This is an optimization exercise on Yosys and OpenROAD, whose aim is small area and a short achievable clock period, not a production implementation. RTL that was checked went through simulation tests only; none was proved equivalent to the original. No activity file was given, so power comes from the tool's default toggle rates.

Design spm_top, start of the top module:
module spm_top #(
    parameter int SAMPLE_WIDTH = spm_pkg::SAMPLE_WIDTH_DEFAULT,
    parameter int FIFO_DEPTH   = spm_pkg::FIFO_DEPTH_DEFAULT
) (
    input  logic                               clk,
    input  logic                               reset,
    input  logic                               enable,
    input  logic                               start,
    input  logic [spm_pkg::INTERVAL_WIDTH-1:0] interval,
    input  logic signed [SAMPLE_WIDTH-1:0]     data_in,
    input  logic                               data_in_valid,
    output logic                               data_in_ready,
    output logic signed [SAMPLE_WIDTH-1:0]     min_out,
    output logic signed [SAMPLE_WIDTH-1:0]     max_out,
    output logic                               min_out_valid,
    output logic                               max_out_valid,
    input  logic                               min_out_ready,
    input  logic                               max_out_ready,
    output logic [spm_pkg::TIMER_WIDTH-1:0]    timer,
    output logic                               busy,
    output logic                               done
);
For scale: about 120 I/O pins, roughly 26,000 um2 of cells after synthesis.
Settings: LEC_CHECK=0, CAP_MARGIN=20, CORE_MARGIN=2, CORE_UTILIZATION=60, CTS_BUF_LIST=sky130_fd_sc_hd__clkbuf_4 sky130_fd_sc_hd__clkbuf_8, CTS_CLUSTER_SIZE=30, SETUP_SLACK_MARGIN=1.8, SLEW_MARGIN=20; clock period 4.5 ns.
run.sh (not shown) runs the stock make flow with config.mk's settings and CLKGATE_MAP_FILE= SYNTH_SCRIPT=/design/flow/synth_recipe.tcl, a recipe that flattens the netlist after the stock synthesis.
Next try:
--- a/flow/config.mk
+++ b/flow/config.mk
@@ -7,0 +8 @@
+export ABC_CLOCK_PERIOD_IN_PS = 2500
@@ -11,3 +12 @@
-export CTS_BUF_LIST = sky130_fd_sc_hd__clkbuf_4 sky130_fd_sc_hd__clkbuf_8
-export CTS_CLUSTER_SIZE = 30
-export SETUP_SLACK_MARGIN = 1.8
+export SETUP_SLACK_MARGIN = 2.0
Result:
- The new run completed without violations
- design area grows by 2.2%
- via count barely changes
- final cell count shrinks by 1.3%
- non-clock buffer count grows by 33
- clock power grows by 12%
- critical path depth grows by 1
No functional check of the RTL was part of any run of this note.

The RTL this note starts from:
==> flow/design.v <==
`default_nettype none
package spm_pkg;
    parameter int SAMPLE_WIDTH_DEFAULT = 16;
    parameter int FIFO_DEPTH_DEFAULT = 16;
    parameter int INTERVAL_WIDTH = 32;
    parameter int TIMER_WIDTH = 32;
    parameter int SAMPLE_MAX_WIDTH = 32;
    function automatic logic [SAMPLE_MAX_WIDTH-1:0] end_marker(input integer width);
        end_marker = 32'd1 << (width - 1);
    endfunction
    function automatic logic [SAMPLE_MAX_WIDTH-1:0] most_negative(input integer width);
        most_negative = end_marker(width) + 32'd1;
    endfunction
    function automatic logic [SAMPLE_MAX_WIDTH-1:0] most_positive(input integer width);
        most_positive = end_marker(width) - 32'd1;
    endfunction
endpackage
`default_nettype wire
`default_nettype none
`timescale 1ns/10ps
module spm_top #(
    parameter int SAMPLE_WIDTH = spm_pkg::SAMPLE_WIDTH_DEFAULT,
    parameter int FIFO_DEPTH   = spm_pkg::FIFO_DEPTH_DEFAULT
) (
    input  logic                               clk,
    input  logic                               reset,
    input  logic                               enable,
    input  logic                               start,
    input  logic [spm_pkg::INTERVAL_WIDTH-1:0] interval,
    input  logic signed [SAMPLE_WIDTH-1:0]     data_in,
    input  logic                               data_in_valid,
    output logic                               data_in_ready,
    output logic signed [SAMPLE_WIDTH-1:0]     min_out,
    output logic signed [SAMPLE_WIDTH-1:0]     max_out,
    output logic                               min_out_valid,
    output logic                               max_out_valid,
    input  logic                               min_out_ready,
    input  logic                               max_out_ready,
    output logic [spm_pkg::TIMER_WIDTH-1:0]    timer,
    output logic                               busy,
    output logic                               done
);
    localparam int AW = $clog2(FIFO_DEPTH);
    localparam int IW = spm_pkg::INTERVAL_WIDTH;
    localparam int TW = spm_pkg::TIMER_WIDTH;
    localparam logic [SAMPLE_WIDTH-1:0] END_MARKER = {1'b1, {(SAMPLE_WIDTH-1){1'b0}}};
    function automatic logic [31:0] inc32(input logic [31:0] x);
        logic [7:0] grp;
        logic [7:0] pre;
        logic       c;
        for (int k = 0; k < 8; k++) grp[k] = &x[4*k +: 4];
        pre[0] = 1'b1;
        for (int k = 1; k < 8; k++) pre[k] = pre[k-1] & grp[k-1];
        for (int i = 0; i < 32; i++) begin
            c = pre[i / 4];
            for (int j = 4 * (i / 4); j < i; j++) c = c & x[j];
            inc32[i] = x[i] ^ c;
        end
    endfunction
    function automatic logic [31:0] dec32(input logic [31:0] x);
        dec32 = ~inc32(~x);
    endfunction
    localparam int SLOTS = FIFO_DEPTH - 1;
    logic signed [SAMPLE_WIDTH-1:0] mn [SLOTS];
    logic signed [SAMPLE_WIDTH-1:0] mx [SLOTS];
    localparam int JW = FIFO_DEPTH / 2;
    logic [AW:0]   cnt_mn, cnt_mx;
    logic [JW-1:0] occ_mn, occ_mx;
    function automatic logic jstate(input logic [JW-1:0] j, input int k);
        if (k == 0)       jstate = !j[JW-1] && !j[0];
        else if (k < JW)  jstate = j[k-1] && !j[k];
        else if (k == JW) jstate = j[JW-1] && j[0];
        else              jstate = !j[k-JW-1] && j[k-JW];
    endfunction
    logic [IW-1:0] iq;       
    logic          n1;       
    logic [IW-1:0] rem;      
    logic [IW-1:0] base;     
    logic          have;     
    logic          last;     
    logic ready_int, accept, marker, smp, shift, push, pop_mn, pop_mx;
    logic wr0_mn, wr0_mx, start_run, head_mn, head_mx;
    logic signed [SAMPLE_WIDTH-1:0] rd_mn, rd_mx;
    logic lt_mn, gt_mx;
    spm_lt #(.W(SAMPLE_WIDTH)) i_lt_mn (.a(data_in), .b(mn[0]),   .lt(lt_mn));
    spm_lt #(.W(SAMPLE_WIDTH)) i_gt_mx (.a(mx[0]),   .b(data_in), .lt(gt_mx));
    logic ready_next;
    assign ready_next    = (start_run || (busy && !(accept && marker)))
                        && !((cnt_mn[AW] || (cnt_mn == (AW+1)'(FIFO_DEPTH - 1) && push)) && !pop_mn)
                        && !((cnt_mx[AW] || (cnt_mx == (AW+1)'(FIFO_DEPTH - 1) && push)) && !pop_mx);
    assign data_in_ready = enable && ready_int;
    assign accept        = data_in_valid && data_in_ready;
    assign marker        = (data_in == END_MARKER);
    assign smp           = accept && !marker;
    assign shift         = smp && !have;
    assign push          = accept && (marker ? have : last);
    assign wr0_mn        = smp && (!have || lt_mn);
    assign wr0_mx        = smp && (!have || gt_mx);
    assign start_run     = enable && !busy && start;
    assign base          = have ? rem : iq;
    assign pop_mn        = min_out_valid && min_out_ready;
    assign pop_mx        = max_out_valid && max_out_ready;
    assign head_mn       = push && (cnt_mn == '0 || (cnt_mn == (AW+1)'(1) && pop_mn));
    assign head_mx       = push && (cnt_mx == '0 || (cnt_mx == (AW+1)'(1) && pop_mx));
    always_comb begin
        rd_mn = '0;
        rd_mx = '0;
        for (int i = 0; i < SLOTS; i++) begin
            rd_mn = rd_mn | (mn[i] & {SAMPLE_WIDTH{jstate(occ_mn, (i + 2) % FIFO_DEPTH)}});
            rd_mx = rd_mx | (mx[i] & {SAMPLE_WIDTH{jstate(occ_mx, (i + 2) % FIFO_DEPTH)}});
        end
    end
    always_ff @(posedge clk) begin
        if (shift) begin
            for (int i = 1; i < SLOTS; i++) begin
                mn[i] <= mn[i-1];
                mx[i] <= mx[i-1];
            end
        end
        if (wr0_mn) mn[0] <= data_in;
        if (wr0_mx) mx[0] <= data_in;
        if (head_mn || pop_mn) min_out <= (head_mn && wr0_mn) ? data_in : (head_mn ? mn[0] : rd_mn);
        if (head_mx || pop_mx) max_out <= (head_mx && wr0_mx) ? data_in : (head_mx ? mx[0] : rd_mx);
    end
    always_ff @(posedge clk) begin
        if (enable && !busy) begin
            iq   <= interval;
            n1   <= (interval == IW'(1));
            last <= (interval == IW'(1));
        end else if (accept) begin
            last <= (smp && !last) ? (base == IW'(2)) : n1;
        end
        if (smp && !last) begin
            rem <= dec32(base);
        end
    end
    always_ff @(posedge clk or posedge reset) begin
        if (reset) begin
            cnt_mn        <= '0;
            cnt_mx        <= '0;
            occ_mn        <= '0;
            occ_mx        <= '0;
            min_out_valid <= 1'b0;
            max_out_valid <= 1'b0;
            have          <= 1'b0;
            ready_int     <= 1'b0;
        end else begin
            ready_int <= ready_next;
            case ({push, pop_mn})
                2'b10:   begin cnt_mn <= inc32(32'(cnt_mn)); min_out_valid <= 1'b1; end
                2'b01:   begin cnt_mn <= dec32(32'(cnt_mn)); min_out_valid <= (cnt_mn != (AW+1)'(1)); end
                default: ;
            endcase
            case ({push, pop_mx})
                2'b10:   begin cnt_mx <= inc32(32'(cnt_mx)); max_out_valid <= 1'b1; end
                2'b01:   begin cnt_mx <= dec32(32'(cnt_mx)); max_out_valid <= (cnt_mx != (AW+1)'(1)); end
                default: ;
            endcase
            case ({shift, pop_mn})
                2'b10:   occ_mn <= {occ_mn[JW-2:0], !occ_mn[JW-1]};
                2'b01:   occ_mn <= {!occ_mn[0], occ_mn[JW-1:1]};
                default: ;
            endcase
            case ({shift, pop_mx})
                2'b10:   occ_mx <= {occ_mx[JW-2:0], !occ_mx[JW-1]};
                2'b01:   occ_mx <= {!occ_mx[0], occ_mx[JW-1:1]};
                default: ;
            endcase
            if (accept) have <= smp && !last;
        end
    end
    always_ff @(posedge clk or posedge reset) begin
        if (reset) begin
            busy  <= 1'b0;
            done  <= 1'b0;
            timer <= '0;
        end else if (enable) begin
            if (start_run) begin
                busy  <= 1'b1;
                done  <= 1'b0;
                timer <= '0;
            end else if (busy) begin
                timer <= inc32(timer);
                if (accept && marker) begin
                    busy <= 1'b0;
                    done <= 1'b1;
                end
            end
        end
    end
endmodule
`default_nettype wire
`default_nettype none
module spm_lt #(
    parameter int W = 16
) (
    input  logic [W-1:0] a,
    input  logic [W-1:0] b,
    output logic         lt
);
    localparam int L = $clog2(W);
    localparam int P = 1 << L;
    logic [P-1:0] l [L+1];
    logic [P-1:0] g [L+1];
    always_comb begin
        l[0] = '0;
        g[0] = '0;
        for (int i = 0; i < W; i++) begin
            if (i == W - 1) begin
                l[0][i] = a[i] & ~b[i];
                g[0][i] = ~a[i] & b[i];
            end else begin
                l[0][i] = ~a[i] & b[i];
                g[0][i] = a[i] & ~b[i];
            end
        end
        for (int v = 1; v <= L; v++) begin
            l[v] = '0;
            g[v] = '0;
            for (int i = 0; i < (P >> v); i++) begin
                l[v][i] = l[v-1][2*i+1] | (~g[v-1][2*i+1] & l[v-1][2*i]);
                g[v][i] = g[v-1][2*i+1] | (~l[v-1][2*i+1] & g[v-1][2*i]);
            end
        end
        lt = l[L][0];
    end
endmodule
`default_nettype wire
export LEC_CHECK = 0
export CAP_MARGIN = 20
export CORE_MARGIN = 2
export CORE_UTILIZATION = 60
export PLACE_DENSITY = 0.75
export SETUP_SLACK_MARGIN = 2.0
export SLEW_MARGIN = 20
create_clock -name core_clock -period 4.5 [get_ports {clk}]
standard.sh (not shown) runs the stock make flow with config.mk's settings and CLKGATE_MAP_FILE= SYNTH_SCRIPT=/design/flow/synth_recipe.tcl, a recipe that flattens the netlist after the stock synthesis.
==> flow/flow/run.sh <==
#!/bin/bash
# Standard layout, with two changes: the clock tree is built without dummy
# loads, and the port buffers are the smallest plain buffer (timing repair
# sizes them up where a path needs it).
set -euo pipefail
export CTS_ARGS="-sink_clustering_enable -repair_clock_nets -sink_clustering_size 16 -sink_clustering_max_diameter 60 -buf_list {sky130_fd_sc_hd__clkbuf_8 sky130_fd_sc_hd__clkbuf_16} -sink_clustering_buffer sky130_fd_sc_hd__clkbuf_8 -root_buf sky130_fd_sc_hd__clkbuf_16 -dont_use_dummy_load"
export BUFFER_PORTS_ARGS="-buffer_cell sky130_fd_sc_hd__buf_1"
bash standard.sh synth > synth.log 2>&1
bash standard.sh finish > layout.log 2>&1
The starting point completed with no timing, DRC or antenna violations.
==> next run, changes <==
CORE_UTILIZATION = 55   (was 60)
PLACE_DENSITY = unset   (was 0.75)
SETUP_SLACK_MARGIN = 2.15   (was 2.0)
After rerunning: Via count is about the same. Count of clock-buffer cells in the layout fell by 1. Die area rose by about 9%. Worst setup slack gains 12 ps.
==> next run, changes <==
CORE_UTILIZATION = 60   (was 55)
CTS_BUF_LIST = sky130_fd_sc_hd__clkbuf_4 sky130_fd_sc_hd__clkbuf_8   (was unset)
CTS_CLUSTER_SIZE = 30   (was unset)
SETUP_SLACK_MARGIN = 2.0   (was 2.15)
Outcome: Final area goes down by 4.7%. Routed wire length goes down by 3.4%. Clock-buffer cell count does not change.
==> next run, changes <==
CTS_BUF_LIST = unset   (was sky130_fd_sc_hd__clkbuf_4 sky130_fd_sc_hd__clkbuf_8)
CTS_CLUSTER_SIZE = unset   (was 30)
SETUP_SLACK_MARGIN = 1.9   (was 2.0)
TNS_END_PERCENT = 50   (was unset)
Sequential share of layout area rose by 1.4 points.
Die area does not change.
Routed wire length fell by 2.9%.
Synthesized area does not change.
Count of clock-buffer cells in the layout fell by 1.
Setup slack got worse by 140 ps.

-- afterwards: timing with drivers on the ports --
How much do the figures lean on ideal ports? The routed layouts below were timed once more, with nothing changed but the port constraints.
Step 1 sets driving cells, clkbuf_16 on the clock port and buf_2 on the other inputs (assumed; they add their load-dependent delay and slew).
Step 2 times the ports against the registers' clock, not the clock port: input delays grow and output delays shrink by t, the midpoint of the rising clock arrivals with the driver on.
Three values: no drivers, after step 1, after step 2; two values: the first two.
| run | t (ns) | setup slack, ns | latest minus earliest clock arrival (ns) |
|---|---|---|---|
| the first run of note 1 | 0.747 | 0.684 / 0.627 / 0.873 | 0.034 / 0.034 |
| the second run of note 1 | 0.649 | 0.728 / 0.669 / 0.964 | 0.031 / 0.031 |
| the first run of note 2 | 0.612 | 1.896 / 1.889 / 1.277 | 0.058 / 0.058 |
| the second run of note 2 | 0.615 | 1.909 / 1.919 / 1.304 | 0.062 / 0.063 |
| the third run of note 2 | 0.613 | 2.007 / 2.035 / 1.424 | 0.054 / 0.053 |
| the fourth run of note 2 | 0.619 | 1.862 / 1.862 / 1.327 | 0.047 / 0.046 |
After both steps setup and hold are still met in every run listed. The setup slack of the first run of note 2, which loses most, moves by -0.007 ns with the drivers and by -0.619 ns with both steps.
